From an optimization exercise on the open Yosys and OpenROAD flow, aimed at small area; shortcuts taken in it are not production practice. In this exercise RTL edits were held to simulation tests only and were not proved equivalent to the original. Power figures rest on the tool's default switching activity, not on a simulated workload.

### run.sh
#!/bin/bash
# synth_recipe.tcl (not shown) runs the flow's synth.tcl, then flattens the netlist and writes it again
# the make line also repeats each setting of config.mk as NAME=value (left out here)
make -C /OpenROAD-flow-scripts/flow DESIGN_CONFIG=/design/flow/config.mk WORK_HOME=/design/flow/orfs CLKGATE_MAP_FILE= SYNTH_SCRIPT=/design/flow/synth_recipe.tcl finish
### config.mk
export PLATFORM = sky130hd
export DESIGN_NAME = br_predictor_btb
export DESIGN_NICKNAME = br_predictor_btb
export VERILOG_FILES = /design/flow/design.v
export SDC_FILE = /design/flow/constraint.sdc
export NUM_CORES = 4
export LEC_CHECK = 0
export CAP_MARGIN = 20
export CORE_MARGIN = 2
export CORE_UTILIZATION = 40
export SETUP_SLACK_MARGIN = 0.3
export SLEW_MARGIN = 20
### constraint.sdc
create_clock -name core_clock -period 7.0 [get_ports {CLK}]
set_input_delay 1.4000 -clock core_clock [delete_from_list [all_inputs] [get_ports {CLK}]]
set_output_delay 1.4000 -clock core_clock [all_outputs]
set_load 0.01 [all_outputs]
### design.v
package bp_pkg;
   typedef enum logic [1:0] {
      STRONG_NT = 2'b00,
      WEAK_NT   = 2'b01,
      WEAK_T    = 2'b10,
      STRONG_T  = 2'b11
   } counter_t;
   localparam logic [31:0] STAT_MAX = 32'hFFFF_FFFF;
   function automatic counter_t sat_next(counter_t c, logic taken);
      counter_t n;
      n = c;
      case (c)
         bp_pkg::STRONG_NT: n = taken ? bp_pkg::WEAK_NT  : bp_pkg::STRONG_NT;
         bp_pkg::WEAK_NT:   n = taken ? bp_pkg::WEAK_T   : bp_pkg::STRONG_NT;
         bp_pkg::WEAK_T:    n = taken ? bp_pkg::STRONG_T : bp_pkg::WEAK_NT;
         bp_pkg::STRONG_T:  n = taken ? bp_pkg::STRONG_T : bp_pkg::WEAK_T;
         default:   n = bp_pkg::STRONG_NT;
      endcase
      sat_next = n;
   endfunction
endpackage
module bp_counter_table
#(
   parameter  int ENTRIES = 16,
   localparam int IDX_W   = $clog2(ENTRIES)
) (
   input  logic             CLK,
   input  logic             nRST,
   input  logic [IDX_W-1:0] rd_idx,
   output bp_pkg::counter_t rd_ctr,
   input  logic             wr_en,
   input  logic [IDX_W-1:0] wr_idx,
   input  logic             wr_taken,
   input  logic             wr_alloc
);
   bp_pkg::counter_t ctr [ENTRIES];
   assign rd_ctr = ctr[rd_idx];
   always_ff @(posedge CLK or negedge nRST) begin
      if (!nRST) begin
         for (int i = 0; i < ENTRIES; i++) ctr[i] <= bp_pkg::STRONG_NT;
      end else if (wr_en) begin
         if (wr_alloc) ctr[wr_idx] <= wr_taken ? bp_pkg::WEAK_T : bp_pkg::WEAK_NT;
         else          ctr[wr_idx] <= bp_pkg::sat_next(ctr[wr_idx], wr_taken);
      end
   end
endmodule
module br_predictor_btb
#(
   parameter  int ENTRIES = 16,
   parameter  int HIST_W  = 4,
   localparam int IDX_W   = $clog2(ENTRIES)
) (
   input  logic              CLK,
   input  logic              nRST,
   input  logic [31:0]       lookup_pc,
   output logic              hit,
   output logic              predict,
   output logic [31:0]       pred_target,
   output logic [HIST_W-1:0] pred_hist,
   input  logic              pc_en,
   input  logic              upd_valid,
   input  logic [31:0]       upd_pc,
   input  logic              upd_taken,
   input  logic [31:0]       upd_target,
   input  logic              upd_pred,
   input  logic [HIST_W-1:0] upd_hist,
   output logic [31:0]       br_count,
   output logic [31:0]       mispred_count
);
   localparam int TAG_W = 32 - IDX_W - 2;
   logic             valid   [ENTRIES];
   logic [TAG_W-1:0] tags    [ENTRIES];
   logic [31:0]      targets [ENTRIES];
   logic [IDX_W-1:0] l_idx, u_idx, ctr_rd_idx, ctr_wr_idx;
   logic [TAG_W-1:0] l_tag, u_tag;
   logic             upd, upd_hit, ctr_alloc;
   bp_pkg::counter_t         ctr_rd;
   assign l_idx = lookup_pc[IDX_W+1:2];
   assign l_tag = lookup_pc[31:IDX_W+2];
   assign u_idx = upd_pc[IDX_W+1:2];
   assign u_tag = upd_pc[31:IDX_W+2];
   assign upd     = upd_valid & pc_en;
   assign upd_hit = valid[u_idx] && (tags[u_idx] == u_tag);
   assign hit         = valid[l_idx] && (tags[l_idx] == l_tag);
   assign predict     = hit && ((ctr_rd == bp_pkg::WEAK_T) || (ctr_rd == bp_pkg::STRONG_T));
   assign pred_target = hit ? targets[l_idx] : 32'h0;
   logic unused_bits;
   assign ctr_rd_idx  = l_idx;
   assign ctr_wr_idx  = u_idx;
   assign ctr_alloc   = ~upd_hit;
   assign pred_hist   = '0;
   assign unused_bits = ^{lookup_pc[1:0], upd_pc[1:0], upd_hist};
   bp_counter_table #(.ENTRIES(ENTRIES)) u_ctr (
      .CLK      (CLK),
      .nRST     (nRST),
      .rd_idx   (ctr_rd_idx),
      .rd_ctr   (ctr_rd),
      .wr_en    (upd),
      .wr_idx   (ctr_wr_idx),
      .wr_taken (upd_taken),
      .wr_alloc (ctr_alloc)
   );
   always_ff @(posedge CLK or negedge nRST) begin
      if (!nRST) begin
         for (int i = 0; i < ENTRIES; i++) begin
            valid[i]   <= 1'b0;
            tags[i]    <= '0;
            targets[i] <= '0;
         end
      end else if (upd) begin
         if (upd_hit) begin
            if (upd_taken) targets[u_idx] <= upd_target;
         end else begin
            valid[u_idx]   <= 1'b1;
            tags[u_idx]    <= u_tag;
            targets[u_idx] <= upd_target;
         end
      end
   end
   always_ff @(posedge CLK or negedge nRST) begin
      if (!nRST) begin
         br_count      <= '0;
         mispred_count <= '0;
      end else if (upd) begin
         if (br_count != bp_pkg::STAT_MAX) br_count <= br_count + 32'd1;
         if ((upd_pred != upd_taken) && (mispred_count != bp_pkg::STAT_MAX))
            mispred_count <= mispred_count + 32'd1;
      end
   end
endmodule
==> run notes <==
MaxCap Viol Count: 0
largest fanout on the critical path: 34
Ports: 208
post-synth cell types: 89
Die Width: 362 um
Place WS: -0.0847 ns
post-synthesis simple-gate area fraction: 0.0640
# port buffers: 195
Core ar.: 127000 um2
Synth Area in XOR/XNOR: 0.0166
post-route cell area: 61600 um2
Vias: 40000
Cell Pwr Density: 284 nW/um2
initial antenna violation count: 18
Worst-Skew Late Latency: 0.79 ns
Initial Util: 0.402
ys async rst share: 1.00
first drt pass iteration count: 8
DP HPWL: 130000 um
switching part of the total: 0.280
crit-path cells: buf_6 -> buf_12 -> nor2_1 -> buf_4 -> a21oi_1 -> o311ai_0 -> a221oi_1 -> a21oi_1 -> xor2_1 -> nor4_1 -> nand3_1 -> or3_4 -> buf_12 -> nor2_1 -> clkdlybuf4s50_1
Num CTS Buffers: 114
slew margin rel.: 0.198
Reg power frac: 0.458
Layout Nets: 4532
worst r2r dst: tags[3][18]
sinks on the clock net: 1040
Synth Cell Area: 51100 um2
max incr delay on CP: 0.58 ns
Setup WS post-layout: 0.335 ns
final setup fails: 0
count of flip-flops with a built-in enable after synthesis: 0
gpl congestion: 1.02
area delta synth->final: 20.5%
number of global-route vias before repair: 39400
post-synthesis register bit count: 1040
Least-Margin Pin Slew: 1.20 ns
commonest non-fill, non-tap cells in the layout: dfrtp_1 (1040), mux2_2 (840), buf_4 (270)
Die Ht: 362 um
WL final: 202000 um
Final Hold Vio Count: 0
final worst path period share: 0.952
outcome: timing/DRC/antenna clean
Clock Path Buffers: 3
CP Launch Type: input port
Compound-Gate Fraction of Synth Area: 0.136
Post-Synth Adder-Cell Area: 0.000489
FMAX: 0.150 GHz
DRT antenna net count: 0
hold path cells: 1
max-slew violation count: 0
Row Count: 131
Int Power: 12.6 mW
CP endpoint: pred_target[18]
clock share of power: 0.383
syn avg cell area: 12.4 um2
Reg2Reg Depth: 14
post-synthesis mux area share: 0.234
Root Driver: clkbuf_16
slowest CP cell: nor2_1
Worst Hold Class: flip-flop to flip-flop
Cells after Synth: 4136
CTS tree: done
layout cells sized above 1: 0.334
leak pwr: 27.2 nW
largest family of logic cells by synthesized area: multiplexers
fillers: 11400
area of placed instances: 57000 um2
Worst VDD drop: 0.000209 V
crit path from: lookup_pc[3]
critical path capture point type: output port
first-pass GRT wire length: 288000 um
DR DRC count: 0
combinational share of power: 0.159
Register Area: 26000 um2
Switch Pwr: 4.90 mW
initial drt markers: 5263
CTS H-Tree Depth: 3
WP data required: 5.60 ns
largest net degree at the start of global routing: 185
Worst R2R Setup Slack: 2.48 ns
ys flop type: dfrtp_1
Fin Clk Skew: 0.0696 ns
kind of critical path: input port to output port
total track usage: 0.303
drt via density: 6.46
Worst EP arrival: 5.26 ns
post-route minimum period: 6.66 ns
Ys Warns: 6
FF-to-FF Start: tags[8][5]
most common cell after layout, fill and taps aside: dfrtp_1
RSZ-0062 raised after global routing: no
clock transition at the registers of the reported paths: 0.06 ns
post-synthesis sequential area ratio: 0.509
area of the die: 131000 um2
area taken by multi-input logic gates: 23500 um2
post-DR wirelength/cell: 32.6 um
GRT overflow: 0
## how the worst min path moves through the flow
stage               startpoint              end  slack, ns
3_3_place_gp   targets[11][30]  targets[11][30]       0.47
4_1_cts           br_count[28]     br_count[28]       0.49
3_5_place_dp      br_count[28]     br_count[28]       0.48
6_report           br_count[7]      br_count[7]       0.48
5_1_grt         targets[4][28]   targets[4][28]       0.50
2_1_floorplan         valid[6]         valid[6]       0.45
## area by class of cell
class / instances / area share
sequential: 1040 / 0.423
tap: 1662 / 0.0338
clock buffer: 152 / 0.0522
antenna: 8 / 0.000325
inverter: 29 / 0.00183
timing repair buffer: 550 / 0.0916
clock inverter: 62 / 0.0163
multi-input combinational: 2689 / 0.382
## power by group through the flow
| stage | sequential [mW] | clock, mW | combinational [mW] |
|---|---|---|---|
| after floorplan | 7.77 | 0 | 1.74 |
| after global placement | 8.03 | 0 | 2.64 |
| after detailed placement | 8.07 | 0 | 2.70 |
| after CTS | 7.97 | 6.80 | 2.72 |
| after global routing | 8.12 | 7.04 | 2.95 |
| final | 8.01 | 6.71 | 2.78 |
## flip-flops by register name, summed over array words and instances (netlist names)
signal         flops
tags             416
valid             16
targets          512
u_ctr.ctr         32
mispred_count     32
br_count          32
## logic make-up after synthesis
family | after synthesis
simple gates | 608
flops | 1040
other cells | 1
fa+ha+maj | 2
buf+inv | 411
xor+xnor | 97
mux | 1069
compound gates | 908
## per-stage QoR
| stage | hold WS (ns) | power (mW) | instances | utilization | setup TNS, ns |
|---|---|---|---|---|---|
| 2_1_floorplan | 0.448 | 9.51 | 4139 | - | 0 |
| 3_3_place_gp | 0.473 | 10.7 | 5964 | 0.448 | -2.87 |
| 3_5_place_dp | 0.476 | 10.8 | 5964 | 0.448 | -1.98 |
| 4_1_cts | 0.486 | 17.5 | 6182 | 0.482 | 0 |
| 5_1_grt | 0.499 | 18.1 | 6188 | 0.484 | 0 |
| 6_report | 0.484 | 17.5 | 6192 | 0.484 | 0 |
## cell usage after synthesis (18+ instances only)
cell type / instances / share of area
dfrtp_1: 1040 / 0.51
mux2_2: 840 / 0.19
a22oi_1: 215 / 0.032
clkbuf_1: 199 / 0.015
mux2_1: 154 / 0.034
nor2_1: 127 / 0.0093
nand3_1: 122 / 0.012
a221oi_1: 114 / 0.020
a21oi_1: 112 / 0.011
a22o_1: 106 / 0.018
nand2_1: 91 / 0.0067
mux2i_1: 73 / 0.014
buf_4: 72 / 0.011
o22ai_1: 63 / 0.0077
xnor2_1: 54 / 0.0093
o21ai_0: 53 / 0.0052
buf_2: 50 / 0.0049
buf_1: 43 / 0.0032
xor2_1: 43 / 0.0074
a32oi_1: 39 / 0.0067
nand2b_1: 38 / 0.0047
nor2b_1: 28 / 0.0034
and3_1: 27 / 0.0033
inv_1: 27 / 0.0020
nor3_1: 26 / 0.0025
a31oi_1: 21 / 0.0026
nand4_1: 19 / 0.0023
buf_6: 18 / 0.0040
## what timing repair did
action                                  CTS  global route
gates cloned                              0             2
gates resized for setup                  24            45
setup buffers                             4             0
hold buffers                              0             0
endpoints found under the setup margin   34            34
pin swaps                                 1             9
## worst max-delay path: cells and delay by family
kind	cells	cell delay [ns]
AND/OR/NAND/NOR	5	1.61
buffers and inverters	5	1.39
AO/OA/AOI/OAI	4	0.62
XOR/XNOR	1	0.15
## routing by layer
layer,share of wire,wire [um],track usage,up-vias
met2,0.44,88300,0.457,2335
li1,-,-,-,16300
met5,0.00067,135,0,-
met3,0.099,20000,0.0772,696
met4,0.061,12300,0.158,20
met1,0.40,81500,0.402,20700

==> re-timing with driven ports <==
The results above use ideal ports. As a check the final layout listed here was re-extracted and re-timed, cells and wires unchanged. Step 1 (the two cells are an assumption about what drives the block):
set clk [get_ports {CLK}]
set_driving_cell -lib_cell sky130_fd_sc_hd__clkbuf_16 $clk
set_driving_cell -lib_cell sky130_fd_sc_hd__buf_2 [delete_from_list [all_inputs] $clk]
Step 2 times the ports against the registers' clock, not the clock port: input delays grow and output delays shrink by t, the midpoint of the rising clock arrivals with the driver on. a / b / c = ideal / step 1 / step 2; a / b = the first two.
shift t [ns]: 0.841
setup slack, ns: 0.335 / 0.304 / 0.230
latest minus earliest clock arrival (ns): 0.070 / 0.069
worst slew at a driven data input, ns: 0.28
After both steps this run still meets setup and hold. For this run, drivers alone change the setup slack by -0.031 ns; drivers and shift together by -0.105 ns.
